From an optimization exercise on the open Yosys and OpenROAD flow, aimed at small area, a short achievable clock period and few clock cycles per item; shortcuts taken in it are not production practice.
The RTL was checked by simulation tests, not by an equivalence proof against the original design.

## run.sh

```bash
#!/bin/bash
# synth_recipe.tcl (not shown) runs the flow's synth.tcl, then flattens the netlist and writes it again
# the make line also repeats each setting of config.mk as NAME=value (left out here)
make -C /OpenROAD-flow-scripts/flow DESIGN_CONFIG=/design/flow/config.mk WORK_HOME=/design/flow/orfs CLKGATE_MAP_FILE= SYNTH_SCRIPT=/design/flow/synth_recipe.tcl finish
```

## config.mk

```make
export PLATFORM = sky130hd
export DESIGN_NAME = hsb_to_rgb_converter
export DESIGN_NICKNAME = hsb_to_rgb_converter
export VERILOG_FILES = /design/flow/design.v
export SDC_FILE = /design/flow/constraint.sdc
export NUM_CORES = 4
export LEC_CHECK = 0
export CAP_MARGIN = 20
export CORE_MARGIN = 2
export CORE_UTILIZATION = 40
export SLEW_MARGIN = 20
```

## constraint.sdc

```tcl
create_clock -name core_clock -period 10.0 [get_ports {clk}]
set_input_delay 2.0000 -clock core_clock [delete_from_list [all_inputs] [get_ports {clk}]]
set_output_delay 2.0000 -clock core_clock [all_outputs]
set_load 0.01 [all_outputs]
```

## design.v

```verilog
    localparam int HUE_W       = 9;
    localparam int PCT_W       = 7;
    localparam int LEVEL_W     = 8;
    localparam int REM_W       = 6;
    localparam int X_W         = 13;
    localparam int BP_W        = 20;
    localparam int PROD_W      = 28;
    localparam int RECIP_W     = 21;
    localparam int RECIP_SHIFT = 40;
    localparam int WIDE_W      = PROD_W + RECIP_W;
    localparam int NUM_LANES   = 3;
    localparam int ITEM_W      = 1 + 3 + REM_W + PCT_W + PCT_W;
    localparam int FULL_CIRCLE   = 360;
    localparam int SECTOR_SPAN   = 60;
    localparam int PERCENT_FULL  = 100;
    localparam int X_FULL        = SECTOR_SPAN * PERCENT_FULL;
    localparam int LEVEL_DIVISOR = X_FULL * PERCENT_FULL;
    localparam int RECIP_MULT    = 1832519;
    localparam int LANE_RED   = 0;
    localparam int LANE_GREEN = 1;
    localparam int LANE_BLUE  = 2;
    localparam int HSBRGB_QUEUE_DEPTH = 4;
    typedef enum logic [2:0] {
        SECTOR_0 = 3'd0,
        SECTOR_1 = 3'd1,
        SECTOR_2 = 3'd2,
        SECTOR_3 = 3'd3,
        SECTOR_4 = 3'd4,
        SECTOR_5 = 3'd5
    } sector_t;
    typedef struct packed {
        logic             black;
        sector_t          sector;
        logic [REM_W-1:0] rem;
        logic [PCT_W-1:0] sat;
        logic [PCT_W-1:0] bri;
    } item_t;
    typedef struct packed {
        logic full;
        logic empty;
    } queue_status_t;
    typedef struct packed {
        logic advance;
        logic s1_valid;
    } back_status_t;
module hsbrgb_front
(
    input  logic [HUE_W-1:0] hue_degrees,
    input  logic [PCT_W-1:0] saturation_pct,
    input  logic [PCT_W-1:0] brightness_pct,
    input  logic             in_valid,
    output logic             in_ready,
    input  queue_status_t    q_status,
    output logic             push,
    output item_t            push_item
);
    logic [HUE_W-1:0] hue_eff;
    logic [HUE_W-1:0] hue_base;
    assign in_ready = !q_status.full;
    assign push     = in_valid && !q_status.full;
    always_comb
    begin
        hue_eff = (hue_degrees == HUE_W'(FULL_CIRCLE)) ? '0 : hue_degrees;
        push_item.black = (hue_degrees > HUE_W'(FULL_CIRCLE));
        push_item.sat = (saturation_pct > PCT_W'(PERCENT_FULL)) ?
                        PCT_W'(PERCENT_FULL) : saturation_pct;
        push_item.bri = (brightness_pct > PCT_W'(PERCENT_FULL)) ?
                        PCT_W'(PERCENT_FULL) : brightness_pct;
        priority if (hue_eff < HUE_W'(SECTOR_SPAN))
        begin
            push_item.sector = SECTOR_0;
            hue_base         = '0;
        end
        else if (hue_eff < HUE_W'(2 * SECTOR_SPAN))
        begin
            push_item.sector = SECTOR_1;
            hue_base         = HUE_W'(SECTOR_SPAN);
        end
        else if (hue_eff < HUE_W'(3 * SECTOR_SPAN))
        begin
            push_item.sector = SECTOR_2;
            hue_base         = HUE_W'(2 * SECTOR_SPAN);
        end
        else if (hue_eff < HUE_W'(4 * SECTOR_SPAN))
        begin
            push_item.sector = SECTOR_3;
            hue_base         = HUE_W'(3 * SECTOR_SPAN);
        end
        else if (hue_eff < HUE_W'(5 * SECTOR_SPAN))
        begin
            push_item.sector = SECTOR_4;
            hue_base         = HUE_W'(4 * SECTOR_SPAN);
        end
        else
        begin
            push_item.sector = SECTOR_5;
            hue_base         = HUE_W'(5 * SECTOR_SPAN);
        end
        push_item.rem = REM_W'(hue_eff - hue_base);
    end
endmodule
module hsbrgb_queue
#(
    parameter int DEPTH = HSBRGB_QUEUE_DEPTH
)
(
    input  logic          clk,
    input  logic          rst_n,
    input  logic          push,
    input  item_t         push_item,
    input  logic          pop,
    output item_t         pop_item,
    output queue_status_t status
);
    localparam int PTR_W = $clog2(DEPTH);
    localparam int CNT_W = $clog2(DEPTH + 1);
    logic [ITEM_W-1:0] mem_reg [DEPTH];
    logic [PTR_W-1:0]  wr_ptr_reg;
    logic [PTR_W-1:0]  wr_ptr_next;
    logic [PTR_W-1:0]  rd_ptr_reg;
    logic [PTR_W-1:0]  rd_ptr_next;
    logic [CNT_W-1:0]  count_reg;
    logic [CNT_W-1:0]  count_next;
    assign status.full  = (count_reg == CNT_W'(DEPTH));
    assign status.empty = (count_reg == '0);
    assign pop_item     = mem_reg[rd_ptr_reg];
    always_comb
    begin
        wr_ptr_next = wr_ptr_reg;
        rd_ptr_next = rd_ptr_reg;
        count_next  = count_reg;
        if (push)
        begin
            wr_ptr_next = (wr_ptr_reg == PTR_W'(DEPTH - 1)) ? '0 : wr_ptr_reg + 1'b1;
        end
        if (pop)
        begin
            rd_ptr_next = (rd_ptr_reg == PTR_W'(DEPTH - 1)) ? '0 : rd_ptr_reg + 1'b1;
        end
        if (push && !pop)
        begin
            count_next = count_reg + 1'b1;
        end
        else if (pop && !push)
        begin
            count_next = count_reg - 1'b1;
        end
    end
    always_ff @(posedge clk or negedge rst_n)
    begin
        if (!rst_n)
        begin
            wr_ptr_reg <= '0;
            rd_ptr_reg <= '0;
            count_reg  <= '0;
        end
        else
        begin
            wr_ptr_reg <= wr_ptr_next;
            rd_ptr_reg <= rd_ptr_next;
            count_reg  <= count_next;
        end
    end
    always_ff @(posedge clk)
    begin
        if (push)
        begin
            mem_reg[wr_ptr_reg] <= push_item;
        end
    end
endmodule
module hsbrgb_back
(
    input  logic               clk,
    input  logic               rst_n,
    input  item_t              q_item,
    input  logic               q_valid,
    output logic               pop,
    output logic               out_valid,
    input  logic               out_ready,
    output logic [LEVEL_W-1:0] red_level,
    output logic [LEVEL_W-1:0] green_level,
    output logic [LEVEL_W-1:0] blue_level,
    output back_status_t       status
);
    logic advance;
    logic s1_valid_reg;
    logic s2_valid_reg;
    logic s3_valid_reg;
    logic s4_valid_reg;
    logic [X_W-1:0]     x_next     [NUM_LANES];
    logic [X_W-1:0]     x_reg      [NUM_LANES];
    logic [PCT_W-1:0]   bri_reg;
    logic [PROD_W-1:0]  prod_next  [NUM_LANES];
    logic [PROD_W-1:0]  prod2_reg  [NUM_LANES];
    logic [PROD_W-1:0]  prod3_reg  [NUM_LANES];
    logic [LEVEL_W-1:0] qa_next    [NUM_LANES];
    logic [LEVEL_W-1:0] qa_reg     [NUM_LANES];
    logic [LEVEL_W-1:0] level_next [NUM_LANES];
    logic [LEVEL_W-1:0] level_reg  [NUM_LANES];
    logic [X_W-1:0]   sat_rem;
    logic [X_W-1:0]   sat_comp;
    logic [X_W-1:0]   xb;
    logic [X_W-1:0]   xp;
    logic [X_W-1:0]   xq;
    logic [X_W-1:0]   xt;
    logic [REM_W-1:0] rem_comp;
    logic [PCT_W-1:0] sat_inv;
    assign advance        = !s4_valid_reg || out_ready;
    assign pop            = advance && q_valid;
    assign out_valid      = s4_valid_reg;
    assign status.advance  = advance;
    assign status.s1_valid = s1_valid_reg;
    assign red_level      = level_reg[LANE_RED];
    assign green_level    = level_reg[LANE_GREEN];
    assign blue_level     = level_reg[LANE_BLUE];
    always_comb
    begin
        rem_comp = REM_W'(SECTOR_SPAN) - q_item.rem;
        sat_inv  = PCT_W'(PERCENT_FULL) - q_item.sat;
        sat_rem  = X_W'(q_item.sat) * X_W'(q_item.rem);
        sat_comp = X_W'(q_item.sat) * X_W'(rem_comp);
        xb       = X_W'(X_FULL);
        xp       = X_W'(sat_inv) * X_W'(SECTOR_SPAN);
        xq       = xb - sat_rem;
        xt       = xb - sat_comp;
        unique case (q_item.sector)
            SECTOR_0:
            begin
                x_next[LANE_RED] = xb; x_next[LANE_GREEN] = xt; x_next[LANE_BLUE] = xp;
            end
            SECTOR_1:
            begin
                x_next[LANE_RED] = xq; x_next[LANE_GREEN] = xb; x_next[LANE_BLUE] = xp;
            end
            SECTOR_2:
            begin
                x_next[LANE_RED] = xp; x_next[LANE_GREEN] = xb; x_next[LANE_BLUE] = xt;
            end
            SECTOR_3:
            begin
                x_next[LANE_RED] = xp; x_next[LANE_GREEN] = xq; x_next[LANE_BLUE] = xb;
            end
            SECTOR_4:
            begin
                x_next[LANE_RED] = xt; x_next[LANE_GREEN] = xp; x_next[LANE_BLUE] = xb;
            end
            default:
            begin
                x_next[LANE_RED] = xb; x_next[LANE_GREEN] = xp; x_next[LANE_BLUE] = xq;
            end
        endcase
        if (q_item.black)
        begin
            for (int i = 0; i < NUM_LANES; i++)
            begin
                x_next[i] = '0;
            end
        end
    end
    always_comb
    begin
        logic [BP_W-1:0]   bp;
        logic [WIDE_W-1:0] wide;
        logic [PROD_W-1:0] diff;
        for (int i = 0; i < NUM_LANES; i++)
        begin
            bp            = BP_W'(bri_reg) * BP_W'(x_reg[i]);
            prod_next[i]  = {bp, 8'b0} - PROD_W'(bp);
            wide          = WIDE_W'(prod2_reg[i]) * WIDE_W'(RECIP_MULT);
            qa_next[i]    = LEVEL_W'(wide >> RECIP_SHIFT);
            diff          = prod3_reg[i] - PROD_W'(qa_reg[i]) * PROD_W'(LEVEL_DIVISOR);
            level_next[i] = (diff >= PROD_W'(LEVEL_DIVISOR)) ? qa_reg[i] + 1'b1 : qa_reg[i];
        end
    end
    always_ff @(posedge clk or negedge rst_n)
    begin
        if (!rst_n)
        begin
            s1_valid_reg <= 1'b0;
            s2_valid_reg <= 1'b0;
            s3_valid_reg <= 1'b0;
            s4_valid_reg <= 1'b0;
        end
        else if (advance)
        begin
            s1_valid_reg <= q_valid;
            s2_valid_reg <= s1_valid_reg;
            s3_valid_reg <= s2_valid_reg;
            s4_valid_reg <= s3_valid_reg;
        end
    end
    always_ff @(posedge clk)
    begin
        if (advance)
        begin
            bri_reg <= q_item.bri;
            for (int i = 0; i < NUM_LANES; i++)
            begin
                x_reg[i]     <= x_next[i];
                prod2_reg[i] <= prod_next[i];
                prod3_reg[i] <= prod2_reg[i];
                qa_reg[i]    <= qa_next[i];
                level_reg[i] <= level_next[i];
            end
        end
    end
endmodule
module hsb_to_rgb_converter
#(
    parameter int QUEUE_DEPTH = HSBRGB_QUEUE_DEPTH
)
(
    input  logic               clk,
    input  logic               rst_n,
    input  logic               in_valid,
    output logic               in_ready,
    input  logic [HUE_W-1:0]   hue_degrees,
    input  logic [PCT_W-1:0]   saturation_pct,
    input  logic [PCT_W-1:0]   brightness_pct,
    output logic               out_valid,
    input  logic               out_ready,
    output logic [LEVEL_W-1:0] red_level,
    output logic [LEVEL_W-1:0] green_level,
    output logic [LEVEL_W-1:0] blue_level
);
    queue_status_t q_status;
    back_status_t  b_status;
    logic          q_push;
    logic          q_pop;
    item_t         push_item;
    item_t         pop_item;
    hsbrgb_front u_front
    (
        .hue_degrees    (hue_degrees),
        .saturation_pct (saturation_pct),
        .brightness_pct (brightness_pct),
        .in_valid       (in_valid),
        .in_ready       (in_ready),
        .q_status       (q_status),
        .push           (q_push),
        .push_item      (push_item)
    );
    hsbrgb_queue #(.DEPTH(QUEUE_DEPTH)) u_queue
    (
        .clk       (clk),
        .rst_n     (rst_n),
        .push      (q_push),
        .push_item (push_item),
        .pop       (q_pop),
        .pop_item  (pop_item),
        .status    (q_status)
    );
    hsbrgb_back u_back
    (
        .clk         (clk),
        .rst_n       (rst_n),
        .q_item      (pop_item),
        .q_valid     (!q_status.empty),
        .pop         (q_pop),
        .out_valid   (out_valid),
        .out_ready   (out_ready),
        .red_level   (red_level),
        .green_level (green_level),
        .blue_level  (blue_level),
        .status      (b_status)
    );
endmodule
```

==> reports/metrics.cfg <==
[run_status]
status=no timing/DRC/antenna violations

[worst_setup_path]
required_ns=10.38
worstPathArrival_ns=7.76
cp-start-kind=flip-flop
r2r-start=u_back.prod2_reg[2][9]$_DFFE_PP_
cp-end-kind=flip-flop
path_class=flip-flop to flip-flop
r2r_slack_ns=2.62
r2r_end=u_back.qa_reg[2][7]$_DFFE_PP_
cp_max_fo=7
r2r_cells=22

[clocking]
path_clk_slew_ns=0.06
postCtsSetupBuffers=0
root_buffer=clkbuf_16
postCtsResizedCells=0
hold_buffers=0
clk-insertion-delay-late_ns=0.66
cts_tree=built
cts_made_buffers=48
htree_levels=2
clockBufferDepth=3
clock-sinks=351

[synthesis]
syn_inst=6413
synth_cell_type_count=98
yosysTopAreaCell=fa_1
synthArstFlopShare=0.0313
avgSynthCellArea_um2=10.0
ys_top_cells_by_area=fa_1 (31%), ha_1 (19%), edfxtp_1 (16%)
synth_edf_count=340
ys_ff_latch=351
seq_area_frac_synth=0.163
synth_ff_type=edfxtp_1
synth_top_area_frac=0.313
yosysWarnings=12
netlist_area_mm2=0.0641
syn_nets=8440

[floorplan]
rows=146
die_area_mm2=0.164
die_h_um=404
io_pins=53
coreArea_mm2=0.159
chipWidth_um=404
initial_core_util=0.404

[route]
drc=0
vias=43429
vias_per_cell=5.07
drt_pre_antenna_iters=5
ant_nets=0
wire_per_inst_um=17.3
first_iter_violations=2305
totalWireLength_um=148000

[final_layout]
fin_util=0.433
largest_reg_flops=96
regArea_mm2=0.0105
final_cell_area_mm2=0.0687
syn_to_final_growth_pct=7.04
final_nets=8477
antenna_cells=0
finalNonFillerCells=8558
fillCellCount=15289
drive_gt1_frac=0.0288
multi_input_area_mm2=0.0471

[sta]
fin_crit_ns=7.38
setup_viol=0
slew_headroom=0.289
tightest_slew_ns=1.07
fin_tns_setup_ns=0
clock-skew-final_ns=0.0251
setup_slack_ns=2.62
hold_viol_final=0
max_freq_mhz=136
report.final.slew_viol_count=0
rsz0062_at_grt=false
period_share=0.738

[min_path]
worstHoldStart=u_back.s3_valid_reg$_DFFE_PN0P_
hold_depth=1
hold_class=flip-flop to flip-flop
min_to=u_back.s4_valid_reg$_DFFE_PN0P_

[place]
port_buffers=52
post_dp_cell_area_mm2=0.0671
place_ws_ns=2.75
gp_congestion=0.955
dp_hpwl_um=127000
placedCellCount=8472

[grt]
grt_pass1_wl_um=247000
grt_pass1_vias=46384
gr-total-overflow=0
grt_max_degree=147
track_usage=0.188
antenna_found_initial=0

[job]
maxCapViolCount=0

final cells by class:
class / count / area share
clock buffer: 54 / 0.0178
multi-input combinational: 4315 / 0.686
tap: 2072 / 0.0378
inverter: 1664 / 0.0910
sequential: 351 / 0.153
timing repair buffer: 70 / 0.00973
clock inverter: 32 / 0.00497
stage by stage:
step / hold WS [ns]
3_3_place_gp: 0.481
2_1_floorplan: 0.430
4_1_cts: 0.497
5_1_grt: 0.515
3_5_place_dp: 0.488
6_report: 0.479
worst max-delay path by stage:
| stage | start | to | slack [ns] | cells after the start |
|---|---|---|---|---|
| global placement | u_back.prod2_reg[2][9]$_DFFE_PP_ | u_back.qa_reg[2][7]$_DFFE_PP_ | 2.83 | 22 |
| CTS | u_back.prod2_reg[2][9]$_DFFE_PP_ | u_back.qa_reg[2][7]$_DFFE_PP_ | 2.71 | 22 |
| global route | u_back.qa_reg[2][2]$_DFFE_PP_ | u_back.level_reg[2][4]$_DFFE_PP_ | 2.38 | 27 |
| detailed placement | u_back.prod2_reg[2][9]$_DFFE_PP_ | u_back.qa_reg[2][7]$_DFFE_PP_ | 2.75 | 22 |
| finish | u_back.prod2_reg[2][9]$_DFFE_PP_ | u_back.qa_reg[2][7]$_DFFE_PP_ | 2.62 | 22 |
| floorplan | out_ready | u_queue.count_reg[1]$_DFFE_PN0P_ | 0.25 | 7 |
cells in the final DEF (no fill, tap or decap), drive strengths merged, types with 54 or more instances in the layout:
cell type,n
a211oi,56
xor2,105
nand2,364
xnor2,176
nor2,237
edfxtp,340
inv,1664
clkbuf,54
a21o,99
and2,132
o21ai,151
fa,1003
nand3,66
a21oi,227
nor3,74
ha,997
metal layers:
layer / share of wire / global-route usage
met5: 0 / 0
met2: 0.48 / 0.319
met3: 0.037 / 0.0171
met4: 0.015 / 0.0316
met1: 0.47 / 0.264
kinds of logic (layout without fill, tap and decap cells):
kind of cell	count (synthesis)	after routing	synth area share
adder cells (fa/ha/maj)	2000	2000	0.508
XOR/XNOR	283	283	0.0391
buffers and inverters	1747	1820	0.102
multiplexers	41	41	0.0108
AND/OR/NAND/NOR	1121	1121	0.0857
AO/OA/AOI/OAI	870	870	0.0911
flip-flops	351	351	0.163
critical path, stage by stage (launching register included):
cell and delay, ns:
edfxtp_1 0.56, fa_1 0.68, inv_1 0.08, fa_1 0.48, fa_1 0.57, fa_1 0.43, fa_1 0.49, inv_1 0.05
fa_1 0.47, inv_1 0.05, fa_1 0.50, inv_1 0.05, ha_1 0.31, a21o_1 0.18, a21o_1 0.17, a2111oi_0 0.57
o21ai_0 0.18, a221o_1 0.37, a21oi_1 0.24, o21ai_0 0.23, nor4_1 0.21, nor3_1 0.11, xnor2_1 0.13
synth_stat cells, types with 52 or more instances:
cell and count:
xnor2_1 176, a211oi_1 56, nand3_1 65, clkbuf_1 77, nor2_1 237, and2_1 128
a21o_1 99, ha_1 997, fa_1 1003, o21a_1 52, a21oi_1 226, edfxtp_1 340
nor3_1 73, xor2_1 105, inv_1 1660, o21ai_0 142, nand2_1 364
Testbench counts, summed over its fixed seeds: cycles 24,030, items 24,000.

-- port drivers added, routing unchanged --
Ports are ideal in the flow. The routed layout listed here was re-timed in OpenROAD. Step 1: set_driving_cell puts a clkbuf_16 on clk and a buf_2 on each other input, an assumption about the parent block. Step 2 adds t to the input delays and takes it off the output delays; t is the mean of the earliest and latest rising clock arrival at the registers after step 1. Input paths then give back, and output paths get back, about the clock's delay inside the block. Slacks: ideal / step 1 / step 2; pairs: ideal / step 1.
shift t [ns]: 0.712
setup WS [ns]: 2.624 / 2.624 / 2.624
worst hold slack (ns): 0.479 / 0.479 / 0.479
worst setup path after step 2: register to register
worst register clock-pin slew, ns: 0.07 / 0.07
After both steps setup and hold are still met in this run. The setup slack of this run moves by 0.000 ns with the drivers and by 0.000 ns with both steps.
